What follows belongs to an exercise in optimizing a design on an open flow for small area; a production flow would make more cautious choices.
The RTL was checked by simulation tests, not by an equivalence proof against the original design.
Power is estimated from default activity; no workload was simulated.

Setup of job 8651:
## edge_notify_backoff_logger
module edge_notify_backoff_logger (
	input  logic                  clk,
	input  logic                  arst_n,
	input  logic                  tick_valid,
	output logic                  tick_ready,
	input  logic [TIME_W-1:0]     tick_time_ms,
	input  logic                  tick_pin_level,
	output logic                  report_valid,
	input  logic                  report_ready,
	output logic                  report_type,
	output logic                  report_push_request,
	output logic                  report_led_state,
	output logic                  report_backoff_ended,
	output logic [CNT_W-1:0]      report_suppressed_count,
	output logic [CNT_W-1:0]      report_overrun_total,
	output logic [TIME_W-1:0]     report_log_time,
	output logic                  report_last,
	input  logic                  cfg_we,
	input  logic [CFG_IDX_W-1:0]  cfg_index,
	input  logic [CFG_DATA_W-1:0] cfg_data
);
For scale: roughly 370 flip-flops, about 13000 sq um of cells after synthesis.
export LEC_CHECK = 0
export CAP_MARGIN = 20
export CORE_MARGIN = 2
export CORE_UTILIZATION = 40
export PLACE_DENSITY = 0.6
export SLEW_MARGIN = 20
create_clock -name core_clock -period 8.0 [get_ports {clk}]
standard.sh (not shown) runs the stock make flow with config.mk's settings and CLKGATE_MAP_FILE= SYNTH_SCRIPT=/design/flow/synth_recipe.tcl, a recipe that flattens the netlist after the stock synthesis.
==> flow/flow/run.sh <==
#!/bin/bash
# Own layout flow: the standard layout (standard.sh), with two changes to how
# the layout is built:
#  - the port buffers that buffer_ports inserts use the smallest buffer, buf_1;
#  - clock tree synthesis uses clkbuf_8/clkbuf_16 with larger sink clusters and
#    inserts no dummy loads.
# Everything else (synthesis, floorplan, power grid, placement, routing) is the
# standard flow. The make output goes to flow_make.log in the work folder; the
# ORFS tool logs stay under orfs/logs.
set -euo pipefail
export BUFFER_PORTS_ARGS="-buffer_cell sky130_fd_sc_hd__buf_1"
export CTS_ARGS="-sink_clustering_enable -repair_clock_nets -dont_use_dummy_load -buf_list {sky130_fd_sc_hd__clkbuf_8 sky130_fd_sc_hd__clkbuf_16} -sink_clustering_size 20 -sink_clustering_max_diameter 50 -sink_clustering_buffer sky130_fd_sc_hd__clkbuf_8"
bash standard.sh > flow_make.log 2>&1
Relative to job 8651, the following input files were edited for job 6230:
==> flow/run.sh (new file) <==
#!/bin/bash
# synth_recipe.tcl (not shown) runs the flow's synth.tcl, then flattens the netlist and writes it again
# the make line also repeats each setting of config.mk as NAME=value (left out here)
make -C /OpenROAD-flow-scripts/flow DESIGN_CONFIG=/design/flow/config.mk WORK_HOME=/design/flow/orfs CLKGATE_MAP_FILE= SYNTH_SCRIPT=/design/flow/synth_recipe.tcl finish
removed: flow/flow/run.sh
removed: flow/standard.sh
Results
Changes observed in job 6230 relative to job 8651: critical path depth barely changed, power density of the placed cells climbed 7.3%. Worst setup timing slack at the placement stage is higher on job 8651. Between job 6230 and job 8651, wire length per cell is lower for job 6230, job 8651 comes in above that.
Input changes introduced in job 926 (baseline for comparison: job 6230):
==> flow/flow/run.sh (new file) <==
#!/bin/bash
# Own layout flow: the standard layout (standard.sh), with two changes to how
# the layout is built:
#  - the port buffers that buffer_ports inserts use the smallest buffer, buf_1;
#  - clock tree synthesis uses clkbuf_8/clkbuf_16 with larger sink clusters and
#    inserts no dummy loads.
# Everything else (synthesis, floorplan, power grid, placement, routing) is the
# standard flow. The make output goes to flow_make.log in the work folder; the
# ORFS tool logs stay under orfs/logs.
set -euo pipefail
export BUFFER_PORTS_ARGS="-buffer_cell sky130_fd_sc_hd__buf_1"
export CTS_ARGS="-sink_clustering_enable -repair_clock_nets -dont_use_dummy_load -buf_list {sky130_fd_sc_hd__clkbuf_8 sky130_fd_sc_hd__clkbuf_16} -sink_clustering_size 20 -sink_clustering_max_diameter 60"
bash standard.sh > flow_make.log 2>&1
==> flow/standard.sh (new file) <==
#!/bin/bash
# synth_recipe.tcl (not shown) runs the flow's synth.tcl, then flattens the netlist and writes it again
# the make line also repeats each setting of config.mk as NAME=value (left out here)
make -C /OpenROAD-flow-scripts/flow DESIGN_CONFIG=/design/flow/config.mk WORK_HOME=/design/flow/orfs CLKGATE_MAP_FILE= SYNTH_SCRIPT=/design/flow/synth_recipe.tcl "${@:-finish}"
removed: flow/run.sh
==> comparison <==
Job 926: layout net count 0.75% below job 6230. Taking job 6230 as the reference, in job 926 number of placed instances, taps included held steady; total routing resource utilization after global routing moved down. Going from job 6230 to job 926, portion of total power attributed to the clock network shrinks by 7.4 points. The lower number of standard cells in the layout, taps in and fillers out came out of job 926. Switching power summed over all nets (higher): job 6230. For the final instance area, job 926 came in 8.4% lower than job 6230 did. The run showing the greater area overhead of the layout relative to synthesis is job 6230.

---

edge_notify_backoff_logger, a different RTL version from the one above (not shown whole).
Size in the first run: ~1000 cells after synthesis, roughly 130 I/O pins, roughly 0.012 mm^2 of cells after synthesis.
// edge_notify_backoff_logger
module edge_notify_backoff_logger (
	input  logic                  clk,
	input  logic                  arst_n,
	input  logic                  tick_valid,
	output logic                  tick_ready,
	input  logic [TIME_W-1:0]     tick_time_ms,
	input  logic                  tick_pin_level,
	output logic                  report_valid,
	input  logic                  report_ready,
	output logic                  report_type,
	output logic                  report_push_request,
	output logic                  report_led_state,
	output logic                  report_backoff_ended,
	output logic [CNT_W-1:0]      report_suppressed_count,
	output logic [CNT_W-1:0]      report_overrun_total,
	output logic [TIME_W-1:0]     report_log_time,
	output logic                  report_last,
	input  logic                  cfg_we,
	input  logic [CFG_IDX_W-1:0]  cfg_index,
	input  logic [CFG_DATA_W-1:0] cfg_data
);
export LEC_CHECK = 0
export CAP_MARGIN = 5
export CORE_MARGIN = 2
export CORE_UTILIZATION = 72
export PLACE_DENSITY = 0.82
export SLEW_MARGIN = 5
create_clock -name core_clock -period 8.0 [get_ports {clk}]
==> flow/flow/run.sh <==
#!/bin/bash
# Own layout flow: the standard layout (standard.sh), with two changes to how
# the layout is built:
#  - the port buffers that buffer_ports inserts use the smallest buffer, buf_1;
#  - clock tree synthesis uses clkbuf_16 with larger sink clusters (30 sinks,
#    80 um) and
#    inserts no dummy loads.
# Everything else (synthesis, floorplan, power grid, placement, routing) is the
# standard flow. The make output goes to flow_make.log in the work folder; the
# ORFS tool logs stay under orfs/logs.
set -euo pipefail
export BUFFER_PORTS_ARGS="-buffer_cell sky130_fd_sc_hd__buf_1"
export CTS_ARGS="-sink_clustering_enable -repair_clock_nets -dont_use_dummy_load -buf_list {sky130_fd_sc_hd__clkbuf_16} -sink_clustering_size 30 -sink_clustering_max_diameter 80"
bash standard.sh > flow_make.log 2>&1
The baseline finished clean.
Then changed:
Settings changed: CORE_UTILIZATION 72 to 65, PLACE_DENSITY 0.82 to 0.75.
Worst setup slack improved by 0.045 ns. Sequential power is about the same. First-iteration DRC count drops by a little under a tenth. Non-clock buffer count grows by 2. Design area increases slightly. Power hardly moves. Hold slack is worse by 0.019 ns. Sequential share of layout area goes down by 0.23 points.

[separate check: timing with driven ports]
The flow's constraints put no driver on any port. The routed layouts listed below were extracted and timed again, unchanged, in two steps. Step 1, drivers: a clkbuf_16 drives clk and a buf_2 each remaining input, both assumed. Step 2 also shifts input and output timing later by t, the mid clock arrival at the registers, as if the neighbouring blocks saw the same clock. Three values: ideal ports, drivers, drivers and shift; two values: the first two.
run | shift t [ns] | setup slack, ns | latest minus earliest clock arrival (ns) | cell pins on the clock port's net
job 8651 | 0.528 | 0.651 / 0.651 / 0.651 | 0.069 / 0.069 | 1
job 6230 | 0.574 | 0.559 / 0.559 / 0.559 | 0.022 / 0.022 | 1
job 926 | 0.579 | 0.605 / 0.605 / 0.605 | 0.077 / 0.077 | 1
the first run of note 2 | 0.530 | 0.441 / 0.441 / 0.441 | 0.029 / 0.030 | 1
the second run of note 2 | 0.520 | 0.486 / 0.486 / 0.486 | 0.057 / 0.057 | 1
After both steps setup and hold are still met in every run listed.
